From an optimization exercise on the open Yosys and OpenROAD flow, aimed at a short achievable clock period and few clock cycles per item; shortcuts taken in it are not production practice. In this exercise RTL edits were held to simulation tests only and were not proved equivalent to the original. Power and IR drop assume default switching activity.

==> flow/design.v <==
package cpuPkg;
	localparam int dataWidth = 16;
	localparam int regCount = 8;
	localparam int regIdxWidth = $clog2(regCount);
	typedef logic [dataWidth-1:0] wordT;
	typedef logic [regIdxWidth-1:0] regIdxT;
	localparam int opcodeMsb = 15;
	localparam int opcodeLsb = 11;
	localparam int opcodeWidth = opcodeMsb - opcodeLsb + 1;
	localparam int rxMsb = 10;
	localparam int rxLsb = 8;
	localparam int ryMsb = 7;
	localparam int ryLsb = 5;
	localparam int rzMsb = 4;
	localparam int rzLsb = 2;
	localparam int imm8Width = 8;
	localparam int imm5Width = 5;
	localparam int imm11Width = 11;
	typedef enum logic [opcodeWidth-1:0] {
		opNop   = 5'd0,
		opAddu  = 5'd1,
		opSubu  = 5'd2,
		opAnd   = 5'd3,
		opOr    = 5'd4,
		opSlt   = 5'd5,
		opAddiu = 5'd6,
		opLi    = 5'd7,
		opLw    = 5'd8,
		opSw    = 5'd9,
		opBeqz  = 5'd10,
		opBnez  = 5'd11,
		opB     = 5'd12,
		opJr    = 5'd13
	} opcodeT;
	localparam wordT nopWord = '0;
endpackage
module ksAdd16 (
	input  logic [15:0] a,
	input  logic [15:0] b,
	input  logic        ci,
	output logic [15:0] y
);
	logic [15:0] p0;
	logic [15:0] g0;
	logic [15:0] p1;
	logic [15:0] g1;
	logic [15:0] p2;
	logic [15:0] g2;
	logic [15:0] p3;
	logic [15:0] g3;
	logic [15:0] g4;
	logic [15:0] c;
	assign p0 = a ^ b;
	assign g0 = (a & b) | {15'd0, p0[0] & ci};
	always_comb
	begin
		for (int i = 0; i < 16; i++)
		begin
			if (i >= 1)
			begin
				g1[i] = g0[i] | (p0[i] & g0[i-1]);
				p1[i] = p0[i] & p0[i-1];
			end
			else
			begin
				g1[i] = g0[i];
				p1[i] = p0[i];
			end
		end
		for (int i = 0; i < 16; i++)
		begin
			if (i >= 2)
			begin
				g2[i] = g1[i] | (p1[i] & g1[i-2]);
				p2[i] = p1[i] & p1[i-2];
			end
			else
			begin
				g2[i] = g1[i];
				p2[i] = p1[i];
			end
		end
		for (int i = 0; i < 16; i++)
		begin
			if (i >= 4)
			begin
				g3[i] = g2[i] | (p2[i] & g2[i-4]);
				p3[i] = p2[i] & p2[i-4];
			end
			else
			begin
				g3[i] = g2[i];
				p3[i] = p2[i];
			end
		end
		for (int i = 0; i < 16; i++)
		begin
			if (i >= 8)
				g4[i] = g3[i] | (p3[i] & g3[i-8]);
			else
				g4[i] = g3[i];
		end
	end
	assign c = {g4[14:0], ci};
	assign y = p0 ^ c;
endmodule
module pipelineCpu (
	input  logic           CLK,
	input  logic           RST,
	output cpuPkg::wordT   imemAddr,
	input  cpuPkg::wordT   imemData,
	output cpuPkg::wordT   dmemAddr,
	output cpuPkg::wordT   dmemWData,
	output logic           dmemRead,
	output logic           dmemWrite,
	input  cpuPkg::wordT   dmemRData,
	output logic           wbValid,
	output cpuPkg::regIdxT wbReg,
	output cpuPkg::wordT   wbData
);
	logic [15:0] pc;
	logic [2:0]  liReg;
	logic [7:0]  liImm;
	logic [1:0]  bpCtr [16];
	logic        fdValid;
	logic [15:0] fdInstr;
	logic [15:0] fdPcInc;
	logic [7:0]  fdJrTarget;
	logic        fdPredT;
	logic [3:0]  fdBpIdx;
	logic [15:0] fdRxVal;
	logic [15:0] fdRyVal;
	logic        fdRxZero;
	logic        fdPUseRx;
	logic        fdPUseRy;
	logic        fdPRegWrite;
	logic [2:0]  fdPDest;
	logic        fdPIsLi;
	logic        fdPCondNz;
	logic        fdPBnez;
	logic [15:0] fdNegImm;
	logic        fdRxHitE;
	logic        fdRxHitM;
	logic        fdRxHitW;
	logic        fdPIsAddiu;
	logic        fdRyHitE;
	logic        deRegWrite;
	logic        deIsLoad;
	logic        deIsStore;
	logic        deIsCond;
	logic        deBpUpd;
	logic        deIsJr;
	logic        deOpAdd;
	logic        deOpSub;
	logic        deOpAnd;
	logic        deOpOr;
	logic        deOpSlt;
	logic        deFwdAEm;
	logic        deFwdAMw;
	logic        deFwdBEm;
	logic        deFwdBMw;
	logic        deFwdSEm;
	logic        deFwdSMw;
	logic        deBeqz;
	logic        deBwd;
	logic        dePredT;
	logic [3:0]  deBpIdx;
	logic [15:0] deAVal;
	logic [15:0] deBVal;
	logic [15:0] deSVal;
	logic [2:0]  deDest;
	logic [15:0] deTarget;
	logic [15:0] deAltPc;
	logic        emRegWrite;
	logic        emIsLoad;
	logic        emIsStore;
	logic [15:0] emResult;
	logic        emZeroQ;
	logic [15:0] emAddr;
	logic        emSelLoad;
	logic [15:0] emStoreData;
	logic [2:0]  emDest;
	logic        mwRegWrite;
	logic        wbValidN;
	logic [15:0] mwResult;
	logic [2:0]  mwDest;
	logic [15:0] mwOutData;
	logic [2:0]  mwOutDest;
	logic [15:0] regs [8];
	logic [7:0]  regZero;
	logic        mwZero;
	logic        deAZero;
	logic        deAEqT;
	logic        deIsAddImm;
	logic        deIsLi;
	logic        deJrEqEm;
	logic        deJrEqMw;
	logic        deAEqNeg;
	logic        exResZero;
	logic        stall;
	logic        redirect;
	logic [15:0] redirPc;
	logic        dRedirect;
	logic [15:0] dRedirPc;
	logic [4:0]  fOp;
	logic        fIsB;
	logic        fIsCond;
	logic        fIsJr;
	logic        fIsLi;
	logic        fJrHit;
	logic        fFlip;
	logic        fPredT;
	logic [15:0] pcInc;
	logic [15:0] fTarget8;
	logic [15:0] fTarget11;
	logic [15:0] fTarget;
	logic [15:0] nextPc;
	logic [15:0] pcOutN;
	assign imemAddr = ~pcOutN;
	assign pcInc = pc + 16'd1;
	assign fOp = imemData[15:11];
	assign fIsB = fOp == 5'd12;
	assign fIsCond = fOp == 5'd10 || fOp == 5'd11;
	assign fIsJr = fOp == 5'd13;
	assign fIsLi = fOp == 5'd7;
	assign fJrHit = fIsJr && imemData[10:8] == liReg;
	assign fFlip = bpCtr[pc[3:0]][1];
	logic [8:0]  lo8;
	logic [11:0] lo11;
	logic [7:0]  hi8Up;
	logic [7:0]  hi8Down;
	logic [4:0]  hi5Up;
	logic [4:0]  hi5Down;
	logic [7:0]  hi8;
	logic [4:0]  hi5;
	logic        takePred;
	logic [15:0] basePc;
	assign hi8Up = pc[15:8] + 8'd1;
	assign hi8Down = pc[15:8] - 8'd1;
	assign hi5Up = pc[15:11] + 5'd1;
	assign hi5Down = pc[15:11] - 5'd1;
	assign lo8 = {1'b0, pc[7:0]} + {1'b0, imemData[7:0]} + 9'd1;
	assign lo11 = {1'b0, pc[10:0]} + {1'b0, imemData[10:0]} + 12'd1;
	always_comb
	begin
		case ({lo8[8], imemData[7]})
			2'b10:   hi8 = hi8Up;
			2'b01:   hi8 = hi8Down;
			default: hi8 = pc[15:8];
		endcase
		case ({lo11[11], imemData[10]})
			2'b10:   hi5 = hi5Up;
			2'b01:   hi5 = hi5Down;
			default: hi5 = pc[15:11];
		endcase
	end
	assign fTarget8 = {hi8, lo8[7:0]};
	assign fTarget11 = {hi5, lo11[10:0]};
	assign fTarget = fIsB ? fTarget11 : (fIsJr ? {8'h00, liImm} : fTarget8);
	assign basePc = redirect ? redirPc : (dRedirect ? dRedirPc : (stall ? pc : pcInc));
	assign takePred = fPredT && !redirect && !dRedirect && !stall;
	assign nextPc = takePred ? fTarget : basePc;
	always_ff @(posedge CLK or negedge RST)
	begin
		if (!RST)
		begin
			pc <= '0;
			pcOutN <= 16'hffff;
			liReg <= '0;
			liImm <= '0;
			fdValid <= 1'b0;
		end
		else
		begin
			pc <= nextPc;
			pcOutN <= ~nextPc;
			if (fIsLi)
			begin
				liReg <= imemData[10:8];
				liImm <= imemData[7:0];
			end
			if (redirect || dRedirect)
				fdValid <= 1'b0;
			else if (!stall)
				fdValid <= 1'b1;
		end
	end
	logic [2:0]  fRx;
	logic [2:0]  fRy;
	assign fRx = imemData[10:8];
	assign fRy = imemData[7:5];
	logic        pRegOp;
	assign pRegOp = fOp >= 5'd1 && fOp <= 5'd5;
	always_ff @(posedge CLK)
	begin
		if (stall)
		begin
			fdRxVal <= dRxVal;
			fdRyVal <= dRyVal;
			fdRxZero <= dRxZero;
		end
		else
		begin
			fdRxVal <= (mwRegWrite && mwDest == fRx) ? mwResult : regs[fRx];
			fdRyVal <= (mwRegWrite && mwDest == fRy) ? mwResult : regs[fRy];
			fdRxZero <= (mwRegWrite && mwDest == fRx) ? mwZero : regZero[fRx];
		end
	end
	always_ff @(posedge CLK)
	begin
		if (!stall)
		begin
			fdInstr <= imemData;
			fdPUseRx <= pRegOp || fOp == 5'd6 || fOp == 5'd8 || fOp == 5'd9 || fOp == 5'd10 ||
				fOp == 5'd11 || fOp == 5'd13;
			fdPUseRy <= pRegOp || fOp == 5'd9;
			fdPRegWrite <= pRegOp || fOp == 5'd6 || fOp == 5'd7 || fOp == 5'd8;
			fdPDest <= pRegOp ? imemData[4:2] : (fOp == 5'd8 ? imemData[7:5] : imemData[10:8]);
			fdPIsLi <= fOp == 5'd7;
			fdPCondNz <= fIsCond && imemData[7:0] != 8'd0;
			fdPBnez <= fOp == 5'd11;
			fdPIsAddiu <= fOp == 5'd6;
			fdNegImm <= -{{8{imemData[7]}}, imemData[7:0]};
			fdPcInc <= pcInc;
			fdJrTarget <= liImm;
			fdPredT <= fPredT;
			fdBpIdx <= pc[3:0];
		end
	end
	logic [4:0]  dOp;
	logic [2:0]  dRx;
	logic [2:0]  dRy;
	logic [2:0]  dRz;
	logic        dRegOp;
	logic        dSrcImm;
	logic        dIsLi;
	logic        dUseRx;
	logic        dUseRy;
	logic        dRegWrite;
	logic [2:0]  dDest;
	logic [15:0] dImm;
	logic [15:0] dRxVal;
	logic [15:0] dRyVal;
	logic        dRxEm;
	logic        dRxMw;
	logic        dRyEm;
	logic        dRyMw;
	assign dOp = fdValid ? fdInstr[15:11] : 5'd0;
	assign dRx = fdInstr[10:8];
	assign dRy = fdInstr[7:5];
	assign dRz = fdInstr[4:2];
	assign dRegOp = dOp >= 5'd1 && dOp <= 5'd5;
	assign dSrcImm = dOp == 5'd6 || dOp == 5'd7 || dOp == 5'd8 || dOp == 5'd9;
	assign dIsLi = fdValid && fdPIsLi;
	assign dUseRx = fdValid && fdPUseRx;
	assign dUseRy = fdValid && fdPUseRy;
	assign dRegWrite = fdValid && fdPRegWrite;
	assign dDest = fdPDest;
	always_comb
	begin
		case (dOp)
			5'd6:       dImm = {{8{fdInstr[7]}}, fdInstr[7:0]};
			5'd7:       dImm = {8'h00, fdInstr[7:0]};
			default:    dImm = {{11{fdInstr[4]}}, fdInstr[4:0]};
		endcase
	end
	assign dRxVal = fdRxHitW ? mwResult : fdRxVal;
	assign dRyVal = (mwRegWrite && mwDest == dRy) ? mwResult : fdRyVal;
	assign dRxEm = fdRxHitE;
	assign dRxMw = !fdRxHitE && fdRxHitM;
	assign dRyEm = deRegWrite && deDest == dRy;
	assign dRyMw = !dRyEm && emRegWrite && emDest == dRy;
	logic [15:0] dTarget;
	logic [15:0] dOffset;
	assign dOffset = (fdInstr[15:11] == 5'd12) ? {{5{fdInstr[10]}}, fdInstr[10:0]} :
		{{8{fdInstr[7]}}, fdInstr[7:0]};
	assign dTarget = (fdInstr[15:11] == 5'd13) ? {8'h00, fdJrTarget} : fdPcInc + dOffset;
	logic        dIsCondNz;
	logic        dEmHit;
	logic        dCanResolve;
	logic        dZero;
	logic        dActualT;
	assign dIsCondNz = fdValid && fdPCondNz;
	assign dEmHit = fdRxHitM;
	assign dCanResolve = dIsCondNz &&
		(dRxEm ? (deIsAddImm && !deFwdAEm && !deFwdAMw) : !(dEmHit && emSelLoad));
	logic        emZero;
	logic        dRxZero;
	assign emZero = emZeroQ;
	assign dRxZero = fdRxHitW ? mwZero : fdRxZero;
	assign dZero = dRxEm ? exResZero : (dEmHit ? emZero : dRxZero);
	assign dActualT = fdPBnez ? !dZero : dZero;
	assign dRedirect = dCanResolve && (dActualT != fdPredT) && !redirect;
	assign dRedirPc = fdPredT ? fdPcInc : dTarget;
	logic        dResKnown;
	logic        dResZero;
	logic        fOnD;
	assign dResKnown = dIsLi || (fdValid && fdPIsAddiu && !dRxEm && !dRxMw);
	assign dResZero = fdPIsLi ? (fdInstr[7:0] == 8'd0) : (dRxVal == fdNegImm);
	assign fOnD = dResKnown && fdPDest == imemData[10:8];
	assign fPredT = fIsB || fJrHit ||
		(fIsCond && (fOnD ? (imemData[11] ^ dResZero) : (imemData[7] ^ fFlip)));
	assign stall = deIsLoad && ((dUseRx && fdRxHitE) || (dUseRy && fdRyHitE));
	always_ff @(posedge CLK)
	begin
		if (stall)
		begin
			fdRxHitE <= 1'b0;
			fdRyHitE <= 1'b0;
			fdRxHitM <= fdRxHitE;
			fdRxHitW <= fdRxHitM;
		end
		else
		begin
			fdRxHitE <= dRegWrite && dDest == imemData[10:8];
			fdRyHitE <= dRegWrite && dDest == imemData[7:5];
			fdRxHitM <= deRegWrite && deDest == imemData[10:8];
			fdRxHitW <= emRegWrite && emDest == imemData[10:8];
		end
	end
	always_ff @(posedge CLK or negedge RST)
	begin
		if (!RST)
		begin
			deRegWrite <= 1'b0;
			deIsLoad <= 1'b0;
			deIsStore <= 1'b0;
			deIsCond <= 1'b0;
			deIsJr <= 1'b0;
			deOpAdd <= 1'b0;
			deOpSub <= 1'b0;
			deOpAnd <= 1'b0;
			deOpOr <= 1'b0;
			deOpSlt <= 1'b0;
			deBpUpd <= 1'b0;
			deIsAddImm <= 1'b0;
			deIsLi <= 1'b0;
		end
		else if (redirect || stall)
		begin
			deRegWrite <= 1'b0;
			deIsLoad <= 1'b0;
			deIsStore <= 1'b0;
			deIsCond <= 1'b0;
			deIsJr <= 1'b0;
			deOpAdd <= 1'b0;
			deOpSub <= 1'b0;
			deOpAnd <= 1'b0;
			deOpOr <= 1'b0;
			deOpSlt <= 1'b0;
			deBpUpd <= 1'b0;
			deIsAddImm <= 1'b0;
			deIsLi <= 1'b0;
		end
		else
		begin
			deIsAddImm <= dOp == 5'd6 || dOp == 5'd7;
			deIsLi <= dIsLi;
			deRegWrite <= dRegWrite;
			deIsLoad <= dOp == 5'd8;
			deIsStore <= dOp == 5'd9;
			deIsCond <= dIsCondNz && !dCanResolve;
			deBpUpd <= dIsCondNz;
			deIsJr <= dOp == 5'd13;
			deOpAdd <= dOp == 5'd1 || dSrcImm;
			deOpSub <= dOp == 5'd2;
			deOpAnd <= dOp == 5'd3;
			deOpOr <= dOp == 5'd4;
			deOpSlt <= dOp == 5'd5;
		end
	end
	always_ff @(posedge CLK)
	begin
		deFwdAEm <= dRxEm && !dIsLi;
		deFwdAMw <= dRxMw && !dIsLi;
		deAVal <= (dRxEm || dRxMw || dIsLi) ? 16'd0 : dRxVal;
		deAZero <= dRxZero;
		deAEqT <= dRxVal == {8'h00, fdJrTarget};
		deJrEqEm <= deIsLi && deBVal == {8'h00, fdJrTarget};
		deJrEqMw <= emResult == {8'h00, fdJrTarget};
		deAEqNeg <= dResZero;
		deFwdBEm <= dRyEm && !dSrcImm;
		deFwdBMw <= dRyMw && !dSrcImm;
		deBVal <= dSrcImm ? dImm : ((dRyEm || dRyMw) ? 16'd0 : dRyVal);
		deFwdSEm <= dRyEm;
		deFwdSMw <= dRyMw;
		deSVal <= (dRyEm || dRyMw) ? 16'd0 : dRyVal;
		deBeqz <= fdInstr[11] == 1'b0;
		deBwd <= fdInstr[7];
		dePredT <= fdPredT;
		deBpIdx <= fdBpIdx;
		deDest <= dDest;
		deTarget <= dTarget;
		deAltPc <= fdPredT ? fdPcInc : dTarget;
	end
	logic [15:0] opA;
	logic [15:0] opB;
	logic [15:0] storeVal;
	logic [15:0] sum;
	logic [15:0] diff;
	logic        lt;
	logic [15:0] aluResult;
	logic        aZero;
	logic        actualT;
	logic        mispCond;
	logic        mispJr;
	assign opA = ({16{deFwdAEm}} & emResult) | ({16{deFwdAMw}} & mwResult) | deAVal;
	assign opB = ({16{deFwdBEm}} & emResult) | ({16{deFwdBMw}} & mwResult) | deBVal;
	assign storeVal = ({16{deFwdSEm}} & emResult) | ({16{deFwdSMw}} & mwResult) | deSVal;
	ksAdd16 sumAdd (.a(opA), .b(opB), .ci(1'b0), .y(sum));
	ksAdd16 diffAdd (.a(opA), .b(~opB), .ci(1'b1), .y(diff));
	assign lt = (opA[15] != opB[15]) ? opA[15] : diff[15];
	assign aluResult = ({16{deOpAdd}} & sum) | ({16{deOpSub}} & diff) |
		({16{deOpAnd}} & (opA & opB)) | ({16{deOpOr}} & (opA | opB)) |
		{15'd0, deOpSlt & lt};
	logic        jrOk;
	assign aZero = deFwdAEm ? emZero : (deFwdAMw ? mwZero : deAZero);
	logic        addZero;
	logic        subZero;
	logic        andZero;
	logic        orZero;
	logic        resZero;
	assign addZero = (opA ^ opB) == {opA[14:0] | opB[14:0], 1'b0};
	assign subZero = opA == opB;
	assign andZero = (opA & opB) == 16'd0;
	assign orZero = (opA | opB) == 16'd0;
	assign resZero = (deOpAdd && addZero) || (deOpSub && subZero) || (deOpAnd && andZero) ||
		(deOpOr && orZero) || (deOpSlt && !lt);
	assign jrOk = deFwdAEm ? deJrEqEm : (deFwdAMw ? deJrEqMw : deAEqT);
	assign actualT = deBeqz ? aZero : !aZero;
	assign mispCond = deIsCond && (actualT != dePredT);
	assign mispJr = deIsJr && (!dePredT || !jrOk);
	assign exResZero = deAEqNeg;
	assign redirect = mispCond || mispJr;
	assign redirPc = deIsJr ? opA : deAltPc;
	logic        bpUpd;
	logic        bpWrong;
	logic [3:0]  bpIdx;
	always_ff @(posedge CLK or negedge RST)
	begin
		if (!RST)
			bpUpd <= 1'b0;
		else
			bpUpd <= deBpUpd;
	end
	always_ff @(posedge CLK)
	begin
		bpWrong <= actualT != deBwd;
		bpIdx <= deBpIdx;
	end
	always_ff @(posedge CLK or negedge RST)
	begin
		if (!RST)
		begin
			for (int i = 0; i < 16; i++)
				bpCtr[i] <= 2'd0;
		end
		else if (bpUpd)
		begin
			if (bpWrong)
			begin
				if (bpCtr[bpIdx] != 2'd3)
					bpCtr[bpIdx] <= bpCtr[bpIdx] + 2'd1;
			end
			else if (bpCtr[bpIdx] != 2'd0)
				bpCtr[bpIdx] <= bpCtr[bpIdx] - 2'd1;
		end
	end
	always_ff @(posedge CLK or negedge RST)
	begin
		if (!RST)
		begin
			emRegWrite <= 1'b0;
			emIsLoad <= 1'b0;
			emIsStore <= 1'b0;
		end
		else
		begin
			emRegWrite <= deRegWrite;
			emIsLoad <= deIsLoad;
			emIsStore <= deIsStore;
		end
	end
	always_ff @(posedge CLK)
	begin
		emResult <= aluResult;
		emZeroQ <= resZero;
		emAddr <= sum;
		emSelLoad <= deIsLoad;
		emStoreData <= storeVal;
		emDest <= deDest;
	end
	assign dmemAddr = emAddr;
	assign dmemWData = emStoreData;
	assign dmemRead = emIsLoad;
	assign dmemWrite = emIsStore;
	always_ff @(posedge CLK or negedge RST)
	begin
		if (!RST)
		begin
			mwRegWrite <= 1'b0;
			wbValidN <= 1'b1;
		end
		else
		begin
			mwRegWrite <= emRegWrite;
			wbValidN <= ~emRegWrite;
		end
	end
	always_ff @(posedge CLK)
	begin
		mwResult <= emSelLoad ? dmemRData : emResult;
		mwZero <= emSelLoad ? (dmemRData == 16'd0) : emZeroQ;
		mwDest <= emDest;
		if (emRegWrite)
		begin
			mwOutData <= emSelLoad ? dmemRData : emResult;
			mwOutDest <= emDest;
		end
	end
	assign wbValid = ~wbValidN;
	assign wbReg = mwOutDest;
	assign wbData = mwOutData;
	always_ff @(posedge CLK or negedge RST)
	begin
		if (!RST)
		begin
			for (int i = 0; i < 8; i++)
				regs[i] <= '0;
		end
		else if (mwRegWrite)
			regs[mwDest] <= mwResult;
	end
	always_ff @(posedge CLK or negedge RST)
	begin
		if (!RST)
			regZero <= 8'hff;
		else if (mwRegWrite)
			regZero[mwDest] <= mwZero;
	end
endmodule
==> flow/flow/run.sh <==
#!/bin/bash
# Standard layout, except that the combinational logic of the standard synthesis is
# mapped again by ABC with a delay-driven script before floorplanning. The standard
# synthesis's registers (cells and instance names) are kept as they are.
set -euo pipefail
W=$(pwd)
F=$W/flow
R=$W/orfs/results/$FLOW_PLATFORM/pipelineCpu/base
LIB=$FLOW_HOME/platforms/$FLOW_PLATFORM/lib/sky130_fd_sc_hd__tt_025C_1v80.lib
YOSYS=$(command -v yosys || true)
if [[ -z "$YOSYS" ]]; then YOSYS=$FLOW_HOME/../tools/install/yosys/bin/yosys; fi

# 1. the standard synthesis
bash standard.sh synth > $W/log_1_synth.txt 2>&1
cp $R/1_2_yosys.v $W/standard_synth.v

# 2. map the combinational logic again; registers stay as instances
SEQ=$(tr '\n' ' ' < $F/seqcells.txt)
DU=$(cat $F/dontuse.txt $F/resyn_avoid.txt | sed "s/^/-dont_use /" | tr "\n" " ")
printf 'set_driving_cell sky130_fd_sc_hd__buf_1\nset_load 5\n' > $W/resyn.constr
cat > $W/resyn.ys <<EOY
read_liberty -ignore_miss_func $LIB
setattr -mod -set keep_hierarchy 1 $SEQ
read_verilog $W/standard_synth.v
hierarchy -top $FLOW_TOP
flatten
opt_clean -purge
abc -script $F/resyn.abc -liberty $LIB $DU -constr $W/resyn.constr
opt_clean -purge
hilomap -singleton -hicell sky130_fd_sc_hd__conb_1 HI -locell sky130_fd_sc_hd__conb_1 LO
insbuf -buf sky130_fd_sc_hd__buf_4 A X
rename -hide w:*.*
opt_clean -purge
select $FLOW_TOP
write_verilog -noattr -nohex -nodec -selected $W/resyn.v
EOY
$YOSYS -l $W/log_2_resynth.txt -q $W/resyn.ys > /dev/null 2>&1

# the registers must be the standard synthesis's, instance for instance
regs() { grep -E '^ *sky130_fd_sc_hd__[a-z0-9_]+ ' "$1" | awk '{print $1, $2}' | grep -F -w -f $F/seqcells.txt | sort; }
if ! diff <(regs $W/standard_synth.v) <(regs $W/resyn.v) > $W/log_regdiff.txt; then
  echo "registers differ after remapping" >&2
  exit 1
fi
cp $W/resyn.v $R/1_2_yosys.v
touch $R/1_2_yosys.v

# 3. the rest of the standard layout
bash standard.sh > $W/log_3_layout.txt 2>&1
test -f $W/out/final.def
==> flow/flow/dontuse.txt <==
sky130_fd_sc_hd__lpflow_bleeder_1
sky130_fd_sc_hd__lpflow_clkbufkapwr_1
sky130_fd_sc_hd__lpflow_clkbufkapwr_16
sky130_fd_sc_hd__lpflow_clkbufkapwr_2
sky130_fd_sc_hd__lpflow_clkbufkapwr_4
sky130_fd_sc_hd__lpflow_clkbufkapwr_8
sky130_fd_sc_hd__lpflow_clkinvkapwr_1
sky130_fd_sc_hd__lpflow_clkinvkapwr_16
sky130_fd_sc_hd__lpflow_clkinvkapwr_2
sky130_fd_sc_hd__lpflow_clkinvkapwr_4
sky130_fd_sc_hd__lpflow_clkinvkapwr_8
sky130_fd_sc_hd__lpflow_decapkapwr_12
sky130_fd_sc_hd__lpflow_decapkapwr_3
sky130_fd_sc_hd__lpflow_decapkapwr_4
sky130_fd_sc_hd__lpflow_decapkapwr_6
sky130_fd_sc_hd__lpflow_decapkapwr_8
sky130_fd_sc_hd__lpflow_inputiso0n_1
sky130_fd_sc_hd__lpflow_inputiso0p_1
sky130_fd_sc_hd__lpflow_inputiso1n_1
sky130_fd_sc_hd__lpflow_inputiso1p_1
sky130_fd_sc_hd__lpflow_inputisolatch_1
sky130_fd_sc_hd__lpflow_isobufsrc_1
sky130_fd_sc_hd__lpflow_isobufsrc_16
sky130_fd_sc_hd__lpflow_isobufsrc_2
sky130_fd_sc_hd__lpflow_isobufsrc_4
sky130_fd_sc_hd__lpflow_isobufsrc_8
sky130_fd_sc_hd__lpflow_isobufsrckapwr_16
sky130_fd_sc_hd__lpflow_lsbuf_lh_hl_isowell_tap_1
sky130_fd_sc_hd__lpflow_lsbuf_lh_hl_isowell_tap_2
sky130_fd_sc_hd__lpflow_lsbuf_lh_hl_isowell_tap_4
sky130_fd_sc_hd__lpflow_lsbuf_lh_isowell_4
sky130_fd_sc_hd__lpflow_lsbuf_lh_isowell_tap_1
sky130_fd_sc_hd__lpflow_lsbuf_lh_isowell_tap_2
sky130_fd_sc_hd__lpflow_lsbuf_lh_isowell_tap_4
sky130_fd_sc_hd__probe_p_8
sky130_fd_sc_hd__probec_p_8
==> flow/flow/resyn.abc <==
strash
dch
map -D 1000
buffer -c
topo
upsize -c
dnsize -c
==> flow/flow/resyn_avoid.txt <==
sky130_fd_sc_hd__dlygate4sd1_1
sky130_fd_sc_hd__dlygate4sd2_1
sky130_fd_sc_hd__dlygate4sd3_1
sky130_fd_sc_hd__dlymetal6s2s_1
sky130_fd_sc_hd__dlymetal6s4s_1
sky130_fd_sc_hd__dlymetal6s6s_1
sky130_fd_sc_hd__clkdlybuf4s15_1
sky130_fd_sc_hd__clkdlybuf4s15_2
sky130_fd_sc_hd__clkdlybuf4s18_1
sky130_fd_sc_hd__clkdlybuf4s18_2
sky130_fd_sc_hd__clkdlybuf4s25_1
sky130_fd_sc_hd__clkdlybuf4s25_2
sky130_fd_sc_hd__clkdlybuf4s50_1
sky130_fd_sc_hd__clkdlybuf4s50_2
==> flow/flow/seqcells.txt <==
sky130_fd_sc_hd__dfbbn_1
sky130_fd_sc_hd__dfbbn_2
sky130_fd_sc_hd__dfbbp_1
sky130_fd_sc_hd__dfrbp_1
sky130_fd_sc_hd__dfrbp_2
sky130_fd_sc_hd__dfrtn_1
sky130_fd_sc_hd__dfrtp_1
sky130_fd_sc_hd__dfrtp_2
sky130_fd_sc_hd__dfrtp_4
sky130_fd_sc_hd__dfsbp_1
sky130_fd_sc_hd__dfsbp_2
sky130_fd_sc_hd__dfstp_1
sky130_fd_sc_hd__dfstp_2
sky130_fd_sc_hd__dfstp_4
sky130_fd_sc_hd__dfxbp_1
sky130_fd_sc_hd__dfxbp_2
sky130_fd_sc_hd__dfxtp_1
sky130_fd_sc_hd__dfxtp_2
sky130_fd_sc_hd__dfxtp_4
sky130_fd_sc_hd__dlclkp_1
sky130_fd_sc_hd__dlclkp_2
sky130_fd_sc_hd__dlclkp_4
sky130_fd_sc_hd__dlrbn_1
sky130_fd_sc_hd__dlrbn_2
sky130_fd_sc_hd__dlrbp_1
sky130_fd_sc_hd__dlrbp_2
sky130_fd_sc_hd__dlrtn_1
sky130_fd_sc_hd__dlrtn_2
sky130_fd_sc_hd__dlrtn_4
sky130_fd_sc_hd__dlrtp_1
sky130_fd_sc_hd__dlrtp_2
sky130_fd_sc_hd__dlrtp_4
sky130_fd_sc_hd__dlxbn_1
sky130_fd_sc_hd__dlxbn_2
sky130_fd_sc_hd__dlxbp_1
sky130_fd_sc_hd__dlxtn_1
sky130_fd_sc_hd__dlxtn_2
sky130_fd_sc_hd__dlxtn_4
sky130_fd_sc_hd__dlxtp_1
sky130_fd_sc_hd__edfxbp_1
sky130_fd_sc_hd__edfxtp_1
sky130_fd_sc_hd__lpflow_inputisolatch_1
sky130_fd_sc_hd__sdfbbn_1
sky130_fd_sc_hd__sdfbbn_2
sky130_fd_sc_hd__sdfbbp_1
sky130_fd_sc_hd__sdfrbp_1
sky130_fd_sc_hd__sdfrbp_2
sky130_fd_sc_hd__sdfrtn_1
sky130_fd_sc_hd__sdfrtp_1
sky130_fd_sc_hd__sdfrtp_2
sky130_fd_sc_hd__sdfrtp_4
sky130_fd_sc_hd__sdfsbp_1
sky130_fd_sc_hd__sdfsbp_2
sky130_fd_sc_hd__sdfstp_1
sky130_fd_sc_hd__sdfstp_2
sky130_fd_sc_hd__sdfstp_4
sky130_fd_sc_hd__sdfxbp_1
sky130_fd_sc_hd__sdfxbp_2
sky130_fd_sc_hd__sdfxtp_1
sky130_fd_sc_hd__sdfxtp_2
sky130_fd_sc_hd__sdfxtp_4
sky130_fd_sc_hd__sdlclkp_1
sky130_fd_sc_hd__sdlclkp_2
sky130_fd_sc_hd__sdlclkp_4
sky130_fd_sc_hd__sedfxbp_1
sky130_fd_sc_hd__sedfxbp_2
sky130_fd_sc_hd__sedfxtp_1
sky130_fd_sc_hd__sedfxtp_2
sky130_fd_sc_hd__sedfxtp_4
==> flow/standard.sh <==
#!/bin/bash
# synth_recipe.tcl (not shown) runs the flow's synth.tcl, then flattens the netlist and writes it again
# the make line also repeats each setting of config.mk as NAME=value (left out here)
make -C /OpenROAD-flow-scripts/flow DESIGN_CONFIG=/design/flow/config.mk WORK_HOME=/design/flow/orfs CLKGATE_MAP_FILE= SYNTH_SCRIPT=/design/flow/synth_recipe.tcl "${@:-finish}"
==> flow/config.mk <==
export PLATFORM = sky130hd
export DESIGN_NAME = pipelineCpu
export DESIGN_NICKNAME = pipelineCpu
export VERILOG_FILES = /design/flow/design.v
export SDC_FILE = /design/flow/constraint.sdc
export NUM_CORES = 4
export LEC_CHECK = 0
export CAP_MARGIN = 20
export CORE_MARGIN = 2
export CORE_UTILIZATION = 40
export SETUP_SLACK_MARGIN = 3.8
export SLEW_MARGIN = 20
==> flow/constraint.sdc <==
create_clock -name core_clock -period 6.2 [get_ports {CLK}]
set_input_delay 1.2400 -clock core_clock [delete_from_list [all_inputs] [get_ports {CLK}]]
set_output_delay 1.2400 -clock core_clock [all_outputs]
set_load 0.01 [all_outputs]
==> results of run 1 <==
## placed cells by master, fill, tap and decap left out, types with 19 or more instances in the layout
master	n
a21oi_1	169
a21oi_2	31
a22oi_1	61
a31oi_1	21
buf_12	25
buf_2	54
buf_4	195
buf_6	54
clkbuf_16	60
clkinvlp_4	22
dfrtp_1	196
dfstp_2	25
dfxtp_1	174
edfxtp_1	89
inv_1	281
inv_2	43
nand2_1	556
nand2_2	60
nand2_4	27
nand3_1	104
nand3_2	19
nand3_4	19
nand4_1	63
nor2_1	280
nor2_2	30
nor2_4	34
nor3_1	30
nor4_1	23
o211ai_1	48
o21ai_0	271
o21ai_1	37
o21ai_2	25
o221ai_1	30
o22ai_1	55
xnor2_1	22
xor2_1	42
## worst paths after layout
kind	startpoint	end	slack [ns]	cells past startpoint
min reg2reg	deBpIdx[2]	bpIdx[2]	0.33	0
min	deBpIdx[2]	bpIdx[2]	0.33	0
min in group asynchronous	RST	bpCtr[4][0]	0.56	1
max reg2reg	fdRxHitW	pc[3]	3.58	16
max	imemData[15]	pc[6]	3.57	11
max in group asynchronous	RST	deIsJr	4.12	2
## metrics by stage
step / std cells / setup WS, ns / total power, mW
finish: 4543 / 3.57 / 14.5
CTS: 4446 / 3.61 / 13.7
global placement: 4203 / 1.77 / 9.45
global route: 4542 / 3.46 / 15.2
floorplan: 3334 / 3.34 / 7.82
detailed placement: 4203 / 1.79 / 9.46
## worst reg2reg max path, cell delays in order (launching register included)
cell      delay [ns]
dfxtp_4         0.38
buf_12          0.17
nand2_2         0.07
a21boi_4        0.15
buf_6           0.13
nand2_4         0.05
nand3_2         0.06
nor3_2          0.20
nand4_1         0.13
buf_6           0.16
a41oi_4         0.22
buf_12          0.15
buf_6           0.10
a31oi_4         0.10
buf_6           0.14
buf_16          0.13
o21a_1          0.16
## metal layers
layer / wire, um / up-vias / track usage [%] / part of all wire [%]
met2: 47300 / 1523 / 46.3 / 44
met3: 10600 / 338 / 5.49 / 9.8
li1: - / 12200 / - / -
met4: 4890 / 0 / 11.6 / 4.5
met1: 45400 / 13000 / 41.7 / 42
met5: 0 / - / 0 / 0
## cell type report
type,instances,area (um^2),share of cell area (%)
Multi-Input combinational cell,2321,14600,41.5
Timing Repair Buffer,365,3400,9.65
Antenna cell,2,5.00,0.0142
Timing Repair inverter,3,22.5,0.0639
Clock inverter,30,387,1.10
Tap cell,864,1080,3.07
Clock buffer,75,1590,4.50
Sequential cell,520,12600,35.7
Inverter,363,1550,4.39
## repair_timing
action | in CTS | in global routing
endpoints found under the setup margin | 292 | 183
gates cloned | 10 | 7
pin swaps | 66 | 104
gates resized for setup | 739 | 307
setup buffers | 128 | 88
## report_power, final
part	internal, mW	switching (mW)
combinational	2.15	3.44
clock	2.14	1.51
sequential	4.40	0.858
==> key figures, run 1 <==
Layout
  – Ratio of cells with drive above 1 in the final layout: 26.8%
  – Largest register by flop count: regs
  – # nets final: 3665
  – Top Registers: regs: 128 flops, bpCtr: 32 flops
  – Max reg flops: 128
  – Design Area, Final: 35200 um^2
  – Fill cells: 6028
  – Area Growth Syn to Fin: 31.8%
  – Final Util: 53.4%

STA
  – Worst Tran Pin Value: 0.957 ns
  – Final hold vios: 0
  – Tmin final: 2.63 ns
  – Count of pins over their slew limit: 0
  – Final clock period utilization by the worst path: 42.5%
  – Worst hold slack: 0.326 ns
  – Top achievable clock speed: 380 MHz
  – Rel. slew slack: 36.2%
  – Final setup skew: 0.0197 ns
  – Total negative slack: 0 ns
  – Final-report setup violation count: 0
  – RSZ-0062 raised after global routing: true

Flow run
  – Max cap viols: 0

Place
  – RePlAce Congestion: 0.969
  – Detail Placement HPWL: 74000 um
  – Buffers on Ports: 103
  – Area of placed instances: 28800 um^2

Synth
  – Net count after synthesis: 3368
  – Ys Warns: 4
  – Syn_area_per_cell: 8.02 um^2
  – Post-Syn Instances: 3334
  – Mapped Area: 26700 um^2

Floorplanning
  – Die footprint: 68900 um^2
  – Die height: 263 um
  – Die X: 263 um
  – Starting density of the core: 40.5%
  – Row count: 94
  – IO Count: 104
  – Core ar.: 66000 um^2

Clock network
  – Worst-path clk slew: 0.06 ns
  – CTS buffer count: 57
  – CTS tree: yes
  – # hold bufs at CTS: 0
  – Maximum clock path buffer count: 3
  – Clk Latency, worst-skew pair: 0.64 ns
  – TritonCTS sink count: 520
  – CTS root buffer: clkbuf_16
  – H-tree levels: 2

Drt
  – Iteration-0 DRC count of the detailed router: 3174
  – Antenna-violating nets left: 0
  – WL per Instance: 23.8 um
  – DRC viols: 0
  – Routed vias/inst: 5.95
  – Pre-Repair DR Iteration Count: 6
  – Vias: 27000
  – Drt total wl: 108000 um

Setup path
  – Critical-path top delay cell: clkdlybuf4s15_2
  – CP required: 6.71 ns
  – CP startpoint kind: primary input
  – CP peak stage delay: 0.32 ns
  – Crit-path max FO: 6
  – CP Cell Sequence: clkdlybuf4s15_2 > nor2_4 > nand3_4 > nor2_4 > a41oi_4 > buf_12 > a31oi_4 > buf_6 > buf_12 > o211ai_1 > a21boi_1
  – Setup crit end kind: flip-flop
  – Buf+Inv Stages, Crit Path: 4
  – WP data arrival: 3.14 ns
  – CP top delay family: buffers and inverters
  – Crit Path Category: primary input to flip-flop

GRT
  – Grt ovf: 0
  – Vias in the first global route: 25300
  – Pin count of the biggest net entering global routing: 83
  – Initial antenna violation count: 2
  – Gr usage total: 30.0%
  – First-pass GRT wire length: 159000 um

Pwr
  – Static leakage: 14.7 nW
  – VDD IR max: 0.000308 V
  – Pwr dens: 411 nW/um^2

Worst hold path
  – Hold Path Class: flip-flop to flip-flop

Run status
  – Outcome: timing/DRC/antenna clean
Testbench counts, summed over its fixed seeds: cycles 10,451, instrs 10,210.
==> inputs of run 2 (changes only) <==
--- a/flow/flow/run.sh
+++ b/flow/flow/run.sh
@@ -34,7 +34,11 @@
 select $FLOW_TOP
 write_verilog -noattr -nohex -nodec -selected $W/resyn.v
 EOY
-$YOSYS -l $W/log_2_resynth.txt -q $W/resyn.ys > /dev/null 2>&1
+if ! $YOSYS -l $W/log_2_resynth.txt -q $W/resyn.ys > /dev/null 2>&1; then
+  # a simpler script if the first one fails on this netlist
+  sed "s#$F/resyn.abc#$F/resyn_safe.abc#" $W/resyn.ys > $W/resyn_safe.ys
+  $YOSYS -l $W/log_2_resynth_safe.txt -q $W/resyn_safe.ys > /dev/null 2>&1
+fi
 
 # the registers must be the standard synthesis's, instance for instance
 regs() { grep -E '^ *sky130_fd_sc_hd__[a-z0-9_]+ ' "$1" | awk '{print $1, $2}' | grep -F -w -f $F/seqcells.txt | sort; }
==> flow/flow/resyn.abc (replaced) <==
strash
dch
map -D 1000
topo
buffer -c
topo
upsize -c
dnsize -c
==> flow/flow/resyn_safe.abc (new file) <==
strash
dch
map -D 1000
--- a/flow/config.mk
+++ b/flow/config.mk
@@ -8,5 +8,7 @@
 export CAP_MARGIN = 20
 export CORE_MARGIN = 2
 export CORE_UTILIZATION = 40
+export GPL_ROUTABILITY_DRIVEN = 0
+export PLACE_DENSITY = 0.75
 export SETUP_SLACK_MARGIN = 3.8
 export SLEW_MARGIN = 20
==> key figures, run 2 <==
Run status
  – Outcome: timing/DRC/antenna clean

Setup path
  – CP required: 6.70 ns
  – Worst r2r dst: pc[4]
  – WP data arrival: 3.20 ns
  – Setup crit end kind: flip-flop
  – Crit-path max FO: 7
  – CP startpoint kind: flip-flop
  – Worst R2R Path Depth: 15
  – Crit Path Category: flip-flop to flip-flop
  – Reg2Reg Setup Slack: 3.50 ns
  – Worst r2r src: fdRxHitW

Floorplanning
  – Die footprint: 68900 um^2
  – Die X: 263 um
  – Die height: 263 um
  – Row count: 94
  – Core ar.: 66000 um^2
  – Starting density of the core: 40.5%
  – IO Count: 104

GRT
  – Pin count of the biggest net entering global routing: 128
  – Initial antenna violation count: 5
  – First-pass GRT wire length: 153000 um
  – Grt ovf: 0
  – Vias in the first global route: 25500
  – Gr usage total: 28.3%

Worst hold path
  – Hold path start: deBpIdx[3]
  – Hold depth: 0
  – Hold Path Class: flip-flop to flip-flop
  – Hold Crit Endpoint: bpIdx[3]

Layout
  – Commonest non-fill, non-tap cell in the layout: nand2_1
  – Top Registers: regs: 128 flops, bpCtr: 32 flops
  – Design Area, Final: 34100 um^2
  – Max reg flops: 128
  – # nets final: 3610
  – Largest register by flop count: regs
  – Ratio of cells with drive above 1 in the final layout: 24.2%
  – Commonest cells after routing, fill and taps aside: nand2_1 (582), inv_1 (288), nor2_1 (274), o21ai_0 (274), dfrtp_1 (193)
  – Area Growth Syn to Fin: 27.7%

Clock network
  – TritonCTS sink count: 520
  – H-tree levels: 2
  – Worst-path clk slew: 0.06 ns
  – CTS buffer count: 54
  – Clk Latency, worst-skew pair: 0.64 ns
  – CTS root buffer: clkbuf_16
  – Maximum clock path buffer count: 3
  – CTS tree: yes
  – # hold bufs at CTS: 0

Drt
  – Drt total wl: 105000 um
  – DRC viols: 0
  – Pre-Repair DR Iteration Count: 7
  – Antenna-violating nets left: 0
  – Vias: 28200
  – Iteration-0 DRC count of the detailed router: 5060
  – WL per Instance: 23.4 um
  – Routed vias/inst: 6.29

Synth
  – Ys Warns: 4
  – Syn_area_per_cell: 8.02 um^2
  – Net count after synthesis: 3368
  – Post-Syn Instances: 3334
  – Mapped Area: 26700 um^2

STA
  – Worst hold slack: 0.324 ns
  – Final hold vios: 0
  – Final clock period utilization by the worst path: 43.6%
  – Top achievable clock speed: 370 MHz
  – Count of pins over their slew limit: 0
  – Final-report setup violation count: 0
  – Tmin final: 2.70 ns
  – Total negative slack: 0 ns
  – RSZ-0062 raised after global routing: true
  – Worst Tran Pin Value: 1.05 ns
  – Rel. slew slack: 29.9%
  – Final setup skew: 0.0231 ns

Pwr
  – VDD IR max: 0.000248 V
  – Pwr dens: 413 nW/um^2
  – Static leakage: 14.2 nW

Flow run
  – Max cap viols: 0

Place
  – Detail Placement HPWL: 68400 um
  – Area of placed instances: 28700 um^2
  – Buffers on Ports: 103
[run 2: changes by cell type in the layout (fill, tap and decap cells not counted), moves of 5 or more]
cell     previous run  this run
nand2_2            60        45
nand2_1           556       582
nor2_1            280       274
nand2_4            27        16
dfxtp_1           174       168
buf_6              54        38
a21oi_2            31        19
dfxtp_4            13        18
a21oi_1           169       184
buf_4             195       177
inv_2              43        38
buf_12             25        16
inv_1             281       288
[run 2: worst max-delay path by stage]
stage	startpoint	end	slack, ns	depth (start not counted)
final	fdRxHitW	pc[4]	3.50	15
after global routing	fdRxHitW	pc[3]	3.45	16
after CTS	wbValidN	wbValid	3.61	2
after detailed placement	imemData[5]	fdRyVal[8]	1.76	7
after global placement	imemData[5]	fdRyVal[8]	1.82	7
after floorplan	imemData[4]	pc[12]	3.34	14
[run 2: per-stage QoR]
stage,total power [mW],util (%),setup slack (ns),std cells
6_report,14.1,51.8,3.50,4486
5_1_grt,14.7,51.8,3.45,4485
4_1_cts,13.3,49.5,3.61,4415
3_5_place_dp,9.33,43.5,1.76,4190
3_3_place_gp,9.28,43.5,1.82,4190
2_1_floorplan,7.82,-,3.34,3334
[run 2: area by class of cell]
class	instances	area (um^2)
Antenna cell	1	2.50
Clock buffer	75	1540
Clock inverter	26	332
Fill cell	5718	31800
Inverter	363	1510
Multi-Input combinational cell	2320	14300
Sequential cell	520	12600
Tap cell	864	1080
Timing Repair Buffer	317	2810
[run 2: power by group]
part / internal (mW) / switching, mW / total [mW]
combinational: 1.99 / 3.36 / 5.35
clock: 2.04 / 1.45 / 3.49
sequential: 4.40 / 0.868 / 5.27
[run 2: repair_timing]
| action | in CTS | in global routing |
|---|---|---|
| cloned | 6 | 4 |
| resized for setup | 728 | 224 |
| pin swaps | 62 | 66 |
| buffers inserted | 118 | 66 |
| endpoints found under the setup margin | 266 | 171 |
[run 2: routing by layer]
metal / global-route usage (%) / part of all wire [%] / vias to the layer above
met1: 37.4 / 36 / 13100
li1: - / - / 12100
met4: 14.8 / 6.7 / 8
met3: 8.49 / 15 / 621
met2: 41.6 / 42 / 2484
met5: 0 / 0.083 / -
[run 2: worst max-delay path, cell delays in order, from the launching register on]
cell,delay (ns)
dfxtp_4,0.46
buf_6,0.14
buf_12,0.09
o21ai_4,0.07
nand2_1,0.09
nand4_1,0.20
nor3_2,0.24
nand4_1,0.14
buf_6,0.17
nand2_4,0.07
nand4_4,0.15
buf_6,0.16
a31oi_4,0.26
buf_12,0.15
buf_16,0.11
o21ai_1,0.07
==> inputs of run 3 (changes only) <==
--- a/flow/design.v
+++ b/flow/design.v
@@ -391,12 +391,15 @@
 	assign dZero = dRxEm ? exResZero : (dEmHit ? emZero : dRxZero);
 	assign dActualT = fdPBnez ? !dZero : dZero;
 	assign dRedirect = dCanResolve && (dActualT != fdPredT) && !redirect;
-	assign dRedirPc = fdPredT ? fdPcInc : dTarget;
+	logic [15:0] dCondTarget;
+	assign dCondTarget = fdPcInc + {{8{fdInstr[7]}}, fdInstr[7:0]};
+	assign dRedirPc = fdPredT ? fdPcInc : dCondTarget;
 	logic        dResKnown;
 	logic        dResZero;
 	logic        fOnD;
 	assign dResKnown = dIsLi || (fdValid && fdPIsAddiu && !dRxEm && !dRxMw);
-	assign dResZero = fdPIsLi ? (fdInstr[7:0] == 8'd0) : (dRxVal == fdNegImm);
+	assign dResZero = fdPIsLi ? (fdInstr[7:0] == 8'd0) :
+		(fdRxHitW ? (mwResult == fdNegImm) : (fdRxVal == fdNegImm));
 	assign fOnD = dResKnown && fdPDest == imemData[10:8];
 	assign fPredT = fIsB || fJrHit ||
 		(fIsCond && (fOnD ? (imemData[11] ^ dResZero) : (imemData[7] ^ fFlip)));
--- a/flow/config.mk
+++ b/flow/config.mk
@@ -8,7 +8,5 @@
 export CAP_MARGIN = 20
 export CORE_MARGIN = 2
 export CORE_UTILIZATION = 40
-export GPL_ROUTABILITY_DRIVEN = 0
-export PLACE_DENSITY = 0.75
 export SETUP_SLACK_MARGIN = 3.8
 export SLEW_MARGIN = 20
==> key figures, run 3 <==
Place
  – RePlAce Congestion: 0.978
  – Buffers on Ports: 103
  – Area of placed instances: 28800 um^2
  – Detail Placement HPWL: 72600 um
  – Pre-CTS WS: 1.77 ns
  – Dpl cells: 4248

Clock network
  – CTS root buffer: clkbuf_16
  – H-tree levels: 2
  – Worst-path clk slew: 0.06 ns
  – TritonCTS sink count: 520
  – CTS tree: yes
  – Clk Latency, worst-skew pair: 0.65 ns
  – # hold bufs at CTS: 0
  – Maximum clock path buffer count: 3
  – CTS buffer count: 57

Worst hold path
  – Hold Path Class: flip-flop to flip-flop
  – Hold path start: deBpIdx[0]

Floorplanning
  – Starting density of the core: 40.2%
  – Die height: 263 um
  – Die footprint: 69400 um^2
  – IO Count: 104
  – Core ar.: 66900 um^2
  – Row count: 95
  – Die X: 263 um

GRT
  – Initial antenna violation count: 1
  – Vias in the first global route: 25200
  – Gr usage total: 29.9%
  – Grt ovf: 0
  – First-pass GRT wire length: 159000 um
  – Pin count of the biggest net entering global routing: 138

STA
  – RSZ-0062 raised after global routing: true
  – Final setup margin: 3.57 ns
  – Tmin final: 2.63 ns
  – Final setup skew: 0.0320 ns
  – Final hold vios: 0
  – Worst Tran Pin Value: 0.914 ns
  – Top achievable clock speed: 381 MHz
  – Rel. slew slack: 39.0%
  – Total negative slack: 0 ns
  – Final-report setup violation count: 0
  – Count of pins over their slew limit: 0
  – Final clock period utilization by the worst path: 42.4%

Layout
  – Ratio of cells with drive above 1 in the final layout: 25.6%
  – Largest register by flop count: regs
  – # nets final: 3702
  – Top Registers: regs: 128 flops, bpCtr: 32 flops
  – Fill cells: 6321
  – Area Growth Syn to Fin: 29.8%
  – Max reg flops: 128
  – Design Area, Final: 34900 um^2
  – Commonest non-fill, non-tap cell in the layout: nand2_1
  – Commonest cells after routing, fill and taps aside: nand2_1 (563), inv_1 (304), o21ai_0 (303), nor2_1 (278)
  – Layout Cells excl Fill: 4591

Drt
  – Iteration-0 DRC count of the detailed router: 3096
  – WL per Instance: 23.4 um
  – Met1 Wirelength: 44700 um
  – Met3 routed WL: 9710 um
  – Pre-Repair DR Iteration Count: 6
  – Routed vias/inst: 5.88
  – Vias: 27000
  – Drt total wl: 107000 um
  – DRC viols: 0
  – Metal2 WL: 47900 um
  – Top Layer Used: met4
  – Antenna-violating nets left: 0

Setup path
  – Setup crit end: pc[12]
  – Setup crit end kind: flip-flop
  – Crit-path max FO: 6
  – Crit Path Category: flip-flop to flip-flop
  – Reg2Reg Setup Slack: 3.57 ns
  – Critical path launch point: fdRxHitW
  – Worst r2r src: fdRxHitW
  – Worst R2R Path Depth: 18
  – CP startpoint kind: flip-flop
  – WP data arrival: 3.13 ns
  – Worst r2r dst: pc[12]
  – CP required: 6.71 ns

Run status
  – Outcome: timing/DRC/antenna clean

Pwr
  – VDD IR max: 0.000235 V
  – Static leakage: 14.7 nW
  – Pwr dens: 417 nW/um^2

Synth
  – Net count after synthesis: 3422
  – Mapped Area: 26900 um^2
  – Ys Warns: 4
  – Post-Syn Instances: 3388
  – Syn_area_per_cell: 7.94 um^2

Flow run
  – Max cap viols: 0
## run 3: stage by stage
| step | power, mW | hold slack (ns) | utilization [%] |
|---|---|---|---|
| 4_1_cts | 14.0 | 0.326 | 50.0 |
| 3_3_place_gp | 9.61 | 0.310 | 43.1 |
| 6_report | 14.6 | 0.324 | 52.2 |
| 5_1_grt | 15.3 | 0.329 | 52.2 |
| 2_1_floorplan | 8.03 | 0.310 | - |
| 3_5_place_dp | 9.62 | 0.313 | 43.1 |
## run 3: area by class of cell
type	instances	area, um^2	area share [%]
sequential	520	12600	36.0
clock buffer	78	1690	4.84
multi-input combinational	2333	14200	40.7
clock inverter	30	355	1.02
timing repair inverter	4	27.5	0.0788
inverter	390	1630	4.67
tap	873	1090	3.13
antenna	1	2.50	0.00716
timing repair buffer	362	3330	9.54
## run 3: critical path, stage by stage (launching register included)
cell and delay (ns):
dfxtp_4 0.46, buf_12 0.18, nand2_2 0.06, a21boi_4 0.16, buf_6 0.13, nand2_2 0.06
o2111ai_2 0.09, nor2_1 0.10, nand4_1 0.12, buf_6 0.16, nand2_4 0.08, nand2_4 0.07
a31oi_4 0.21, buf_6 0.14, nor2_4 0.04, buf_12 0.14, buf_8 0.13, a21oi_2 0.10
a41oi_1 0.05
## run 3: power breakdown
part / internal, mW / switching (mW) / leakage [nW]
sequential: 4.42 / 0.865 / 5.57
combinational: 2.13 / 3.44 / 8.13
clock: 2.17 / 1.54 / 0.995
## run 3: worst min-delay path by stage
stage                    end  slack, ns  depth (start not counted)
floorplan           bpIdx[0]       0.31                          0
global placement    bpIdx[3]       0.31                          0
detailed placement  bpIdx[0]       0.31                          0
CTS                 bpIdx[1]       0.33                          0
global route        bpIdx[3]       0.33                          0
finish              bpIdx[0]       0.32                          0
## run 3: timing repair
item | CTS | global route
resized for setup | 721 | 233
cloned | 14 | 5
setup buffers | 136 | 79
pin swaps | 83 | 77
endpoints found under the hold margin | 0 | 0
setup endpoints to repair | 287 | 176
## run 3: layer usage
layer	global-route usage, %	up-vias
met1	41.2	12900
li1	-	12200
met4	12.7	0
met5	0	-
met2	46.6	1509
met3	5.11	314
Testbench counts of run 3, summed over its fixed seeds: cycles 10,451, instrs 10,210.
==> inputs of run 4 (changes only) <==
--- a/flow/config.mk
+++ b/flow/config.mk
@@ -7,6 +7,6 @@
 export LEC_CHECK = 0
 export CAP_MARGIN = 20
 export CORE_MARGIN = 2
-export CORE_UTILIZATION = 40
+export CORE_UTILIZATION = 50
 export SETUP_SLACK_MARGIN = 3.8
 export SLEW_MARGIN = 20
==> key figures, run 4 <==
Run status
  – Outcome: timing/DRC/antenna clean

Clock network
  – CTS tree: yes
  – H-tree levels: 2
  – CTS root buffer: clkbuf_16
  – Clk Latency, worst-skew pair: 0.64 ns
  – Maximum clock path buffer count: 3
  – CTS buffer count: 56
  – TritonCTS sink count: 520
  – # hold bufs at CTS: 0
  – Worst-path clk slew: 0.06 ns

Setup path
  – CP startpoint kind: flip-flop
  – Worst r2r dst: pc[9]
  – Crit-path max FO: 1
  – Reg2Reg Setup Slack: 3.64 ns
  – Stages on the worst setup path: 2
  – Critical-path top delay cell: dfstp_2
  – CP top delay family: flip-flops
  – Worst R2R Path Depth: 16
  – Worst r2r src: fdRxHitW
  – CP required: 4.96 ns
  – Buf+Inv Stages, Crit Path: 2
  – Setup crit end kind: primary output
  – Crit Path Category: flip-flop to primary output
  – Setup crit end: imemAddr[10]
  – CP peak stage delay: 0.57 ns
  – CP Cell Sequence: inv_2 > buf_6
  – WP data arrival: 1.36 ns
  – Critical path launch point: pcOutN[10]

Drt
  – Antenna-violating nets left: 0
  – Pre-Repair DR Iteration Count: 12
  – Iteration-0 DRC count of the detailed router: 3456
  – DRC viols: 0
  – Vias: 27900
  – Routed vias/inst: 6.27
  – Drt total wl: 111000 um
  – WL per Instance: 24.9 um

GRT
  – Gr usage total: 38.0%
  – Most Crowded Layer GR: met2
  – Vias in the first global route: 26800
  – Initial antenna violation count: 0
  – First-pass GRT wire length: 162000 um
  – GR Layer Usage met2: 61.8%
  – Pin count of the biggest net entering global routing: 112
  – Met1 Use GR: 49.3%
  – Grt ovf: 0
  – GR Util met3: 6.80%

Layout
  – Reg area: 12600 um^2
  – Commonest non-fill, non-tap cell in the layout: nand2_1
  – Commonest cells after routing, fill and taps aside: nand2_1 (535), inv_1 (300), o21ai_0 (290), nor2_1 (276), buf_4 (230)
  – Final Util: 66.9%
  – Fill cells: 4343
  – Area Growth Syn to Fin: 33.0%
  – Largest register by flop count: regs
  – Ratio of cells with drive above 1 in the final layout: 29.2%
  – Max reg flops: 128
  – # nets final: 3742
  – Top Registers: regs: 128 flops, bpCtr: 32 flops
  – Multi-input gate area: 14800 um^2

Place
  – Detail Placement HPWL: 74300 um
  – RePlAce Congestion: 1.00
  – Buffers on Ports: 103

Floorplanning
  – Die X: 236 um
  – Row count: 85
  – Die height: 236 um
  – Core ar.: 53500 um^2
  – IO Count: 104
  – Die footprint: 55700 um^2
  – Starting density of the core: 50.3%

Pwr
  – Static leakage: 15.2 nW
  – Pwr dens: 425 nW/um^2
  – VDD IR max: 0.000378 V

STA
  – Worst Tran Pin Value: 0.973 ns
  – Tmin final: 2.60 ns
  – Final hold vios: 0
  – Final clock period utilization by the worst path: 41.9%
  – Final-report setup violation count: 0
  – RSZ-0062 raised after global routing: true
  – Top achievable clock speed: 385 MHz
  – Final setup skew: 0.0149 ns
  – Rel. slew slack: 35.2%
  – Count of pins over their slew limit: 0
  – Total negative slack: 0 ns

Synth
  – Syn_area_per_cell: 7.94 um^2
  – Mapped Area: 26900 um^2
  – Ys Warns: 4
  – Net count after synthesis: 3422
  – Post-Syn Instances: 3388

Flow run
  – Max cap viols: 0

Worst hold path
  – Hold Path Class: flip-flop to flip-flop
  – Hold depth: 0
[run 4: final cells by class]
type                       instances  share of cell area [%]
antenna                            1                 0.00699
tap                              696                    2.43
multi-input combinational       2333                    41.4
sequential                       520                    35.2
timing repair inverter             3                  0.0769
clock buffer                      73                    4.45
timing repair buffer             404                    10.6
inverter                         390                    4.61
clock inverter                    33                    1.33
[run 4: metal layers]
metal / vias to the layer above / share of wire, %
li1: 12300 / -
met1: 13400 / 38
met2: 1840 / 46
met3: 427 / 10
met4: 0 / 5.2
met5: - / 0
[run 4: through the flow]
stage / std cells / total power, mW / hold slack [ns] / area (um^2) / worst slack (ns)
global route: 4452 / 15.9 / 0.328 / 35800 / 3.56
finish: 4453 / 15.2 / 0.324 / 35800 / 3.60
floorplan: 3388 / 8.03 / 0.310 / 27400 / 3.30
detailed placement: 4073 / 9.64 / 0.312 / 28600 / 1.77
CTS: 4355 / 14.2 / 0.326 / 33600 / 3.57
global placement: 4073 / 9.57 / 0.311 / 28600 / 1.85
[run 4: worst min path at each step]
stage | endpoint | startpoint
final | bpIdx[0] | deBpIdx[0]
after global placement | bpIdx[2] | deBpIdx[2]
after detailed placement | bpIdx[0] | deBpIdx[0]
after CTS | bpIdx[0] | deBpIdx[0]
after floorplan | bpIdx[0] | deBpIdx[0]
after global routing | bpIdx[0] | deBpIdx[0]
[run 4: power breakdown]
part	internal, mW	switching [mW]	total, mW
Sequential	4.43	0.889	5.32
Combinational	2.38	3.73	6.11
Clock	2.25	1.54	3.78
Total	9.06	6.15	15.2
[run 4: timing repair]
item / in CTS / in global routing
cloned: 15 / 4
endpoints found under the setup margin: 262 / 170
resized for setup: 795 / 343
pin swaps: 93 / 119
setup buffers: 161 / 93
[run 4: worst register-to-register path, cell delays in order, from the launching register on]
cell       delay, ns
dfxtp_4         0.45
buf_12          0.19
inv_16          0.06
nand2_1         0.06
nand2_1         0.07
nand2_1         0.08
o2111ai_2       0.14
nor3_2          0.20
nand4_1         0.14
buf_6           0.17
nand2_4         0.09
nand2_4         0.07
a31oi_4         0.18
buf_6           0.14
nor2_4          0.05
buf_6           0.15
o22a_1          0.19
==> inputs of run 5 (changes only) <==
--- a/flow/config.mk
+++ b/flow/config.mk
@@ -7,6 +7,6 @@
 export LEC_CHECK = 0
 export CAP_MARGIN = 20
 export CORE_MARGIN = 2
-export CORE_UTILIZATION = 50
-export SETUP_SLACK_MARGIN = 3.8
+export CORE_UTILIZATION = 40
+export SETUP_SLACK_MARGIN = 4.2
 export SLEW_MARGIN = 20
==> key figures, run 5 <==
Synth
  – Post-Syn Instances: 3388
  – Syn_area_per_cell: 7.94 um^2
  – Ys Warns: 4
  – Mapped Area: 26900 um^2
  – Net count after synthesis: 3422

Place
  – RePlAce Congestion: 0.968
  – Buffers on Ports: 103
  – Detail Placement HPWL: 73100 um

Pwr
  – Logic pwr share: 43.4%
  – Pwr dens: 403 nW/um^2
  – Switching share of power: 41.0%
  – Flop pwr share: 33.1%
  – Static leakage: 16.7 nW
  – Clock share of power: 23.5%
  – VDD IR max: 0.000292 V
  – Internal: 9.58 mW
  – Total power: 16.2 mW
  – Net load switching power: 6.67 mW

Clock network
  – CTS tree: yes
  – H-tree levels: 2
  – # hold bufs at CTS: 0
  – TritonCTS sink count: 520
  – Clk Latency, worst-skew pair: 0.65 ns
  – CTS root buffer: clkbuf_16
  – Worst-path clk slew: 0.06 ns
  – CTS buffer count: 59
  – Maximum clock path buffer count: 3

Layout
  – Fill cells: 5531
  – Reg area: 12600 um^2
  – Multi-input gate area: 16600 um^2
  – # nets final: 3949
  – Ratio of cells with drive above 1 in the final layout: 39.4%
  – Top Registers: regs: 128 flops, bpCtr: 32 flops
  – Commonest cells after routing, fill and taps aside: nand2_1 (500), buf_4 (301), inv_1 (278), nor2_1 (238), dfrtp_1 (202)
  – Ant. Diodes: 0
  – Area Growth Syn to Fin: 49.8%
  – Max reg flops: 128
  – Largest register by flop count: regs
  – Commonest non-fill, non-tap cell in the layout: nand2_1

Setup path
  – CP peak stage delay: 0.54 ns
  – CP Cell Sequence: inv_1 > buf_2
  – CP startpoint kind: flip-flop
  – Critical-path top delay cell: dfstp_2
  – Setup crit end kind: primary output
  – WP data arrival: 1.35 ns
  – Crit Path Category: flip-flop to primary output
  – Crit-path max FO: 1
  – CP required: 4.96 ns

STA
  – Rel. slew slack: 35.2%
  – Final-report setup violation count: 0
  – Tmin final: 2.59 ns
  – Final hold vios: 0
  – Count of pins over their slew limit: 0
  – RSZ-0062 raised after global routing: true
  – Total negative slack: 0 ns
  – Final clock period utilization by the worst path: 41.8%
  – Top achievable clock speed: 386 MHz
  – Final setup skew: 0.0391 ns
  – Worst Tran Pin Value: 0.972 ns
  – Worst hold slack: 0.324 ns

Drt
  – Routed vias/inst: 6.05
  – Pre-Repair DR Iteration Count: 10
  – Vias: 29300
  – WL per Instance: 25.0 um
  – Iteration-0 DRC count of the detailed router: 3899
  – Drt total wl: 121000 um
  – DRC viols: 0
  – Antenna-violating nets left: 0

Floorplanning
  – Row count: 95
  – Core ar.: 66900 um^2
  – Die X: 263 um
  – Die footprint: 69400 um^2
  – Die height: 263 um
  – IO Count: 104
  – Starting density of the core: 40.2%

Flow run
  – Max cap viols: 0

GRT
  – Initial antenna violation count: 1
  – Gr usage total: 32.4%
  – First-pass GRT wire length: 172000 um
  – Pin count of the biggest net entering global routing: 99
  – Vias in the first global route: 27400
  – Grt ovf: 0

Worst hold path
  – Hold Path Class: flip-flop to flip-flop

Run status
  – Outcome: timing/DRC/antenna clean
run 5: cell count changes in the layout (fill, tap and decap cells not counted), sizes merged, moves of 2 or more:
cell,previous run,this run
clkdlybuf4s50,16,13
dlygate4sd2,3,0
dlymetal6s2s,0,3
nor2,360,365
buf,376,574
clkinvlp,18,20
clkbuf,77,93
bufinv,11,7
inv,377,373
run 5: final timing paths:
path	cells after the start	start	to	slack, ns
max in group asynchronous	2	RST	pc[2]	4.50
worst min register to register	0	deBpIdx[2]	bpIdx[2]	0.32
worst min-delay path	0	deBpIdx[2]	bpIdx[2]	0.32
worst max-delay path	2	pcOutN[4]	imemAddr[4]	3.61
worst max register to register	15	mwResult[9]	pc[4]	3.66
min in group asynchronous	1	RST	bpCtr[5][0]	0.63
run 5: area by class of cell:
type,count,area share (%)
sequential,520,31.2
timing repair inverter,4,0.0745
clock inverter,25,0.844
inverter,390,4.28
multi-input combinational,2339,41.2
clock buffer,86,4.39
timing repair buffer,601,15.3
tap,873,2.71
run 5: per-layer routing:
layer	wire (um)	global-route usage [%]	up-vias	part of all wire, %
met5	0	0	-	0
met4	7220	15.5	0	6.0
met3	13900	7.18	540	11
met2	52400	49.7	1931	43
met1	47300	43.5	14100	39
li1	-	-	12700	-
run 5: through the flow:
step | worst slack (ns) | instance area, um^2 | cells | utilization [%]
5_1_grt | 3.58 | 40300 | 4838 | 60.2
2_1_floorplan | 3.30 | 28100 | 3388 | -
3_3_place_gp | 1.82 | 29300 | 4250 | 43.8
6_report | 3.61 | 40300 | 4838 | 60.2
3_5_place_dp | 1.77 | 29300 | 4250 | 43.8
4_1_cts | 3.59 | 37000 | 4691 | 55.3
run 5: power groups by stage:
stage	sequential, mW	combinational, mW	clock, mW
global route	5.45	7.49	3.97
CTS	5.26	5.78	3.81
floorplan	4.89	3.30	0
detailed placement	5.28	4.48	0
global placement	5.29	4.46	0
finish	5.37	7.06	3.82
run 5: critical path: cells and delay by family, from the launching register on:
kind,cells,cell delay [ns]
buf+inv,2,0.17
flops,1,0.54
run 5: repair_timing:
action / in CTS / in global routing
buffers inserted: 308 / 138
gates resized for setup: 1113 / 519
endpoints found under the setup margin: 468 / 328
gates cloned: 22 / 9
pin swaps: 233 / 262

port drivers added, routing unchanged:
The flow's constraints put no driver on any port. The routed layouts listed below were extracted and timed again, unchanged, in two steps. Step 1, drivers: a clkbuf_16 drives CLK and a buf_2 each remaining input, both assumed. Step 2 times the ports against the registers' clock, not the clock port: input delays grow and output delays shrink by t, the midpoint of the rising clock arrivals with the driver on. Three values: ideal ports, drivers, drivers and shift; two values: the first two.
| run | shift t [ns] | setup slack, ns | worst setup path at the end | clock arrival spread, ns |
|---|---|---|---|---|
| run 1 | 0.697 | 3.565 / 3.570 / 2.908 | input to register | 0.021 / 0.021 |
| run 2 | 0.691 | 3.500 / 3.500 / 2.928 | input to register | 0.027 / 0.027 |
| run 3 | 0.702 | 3.573 / 3.551 / 2.944 | input to register | 0.034 / 0.034 |
| run 4 | 0.696 | 3.600 / 3.539 / 3.025 | input to register | 0.015 / 0.015 |
| run 5 | 0.701 | 3.610 / 3.544 / 2.965 | input to register | 0.039 / 0.040 |
After both steps setup and hold are still met in every run listed. The setup slack of run 1, which loses most, moves by +0.005 ns with the drivers and by -0.657 ns with both steps.
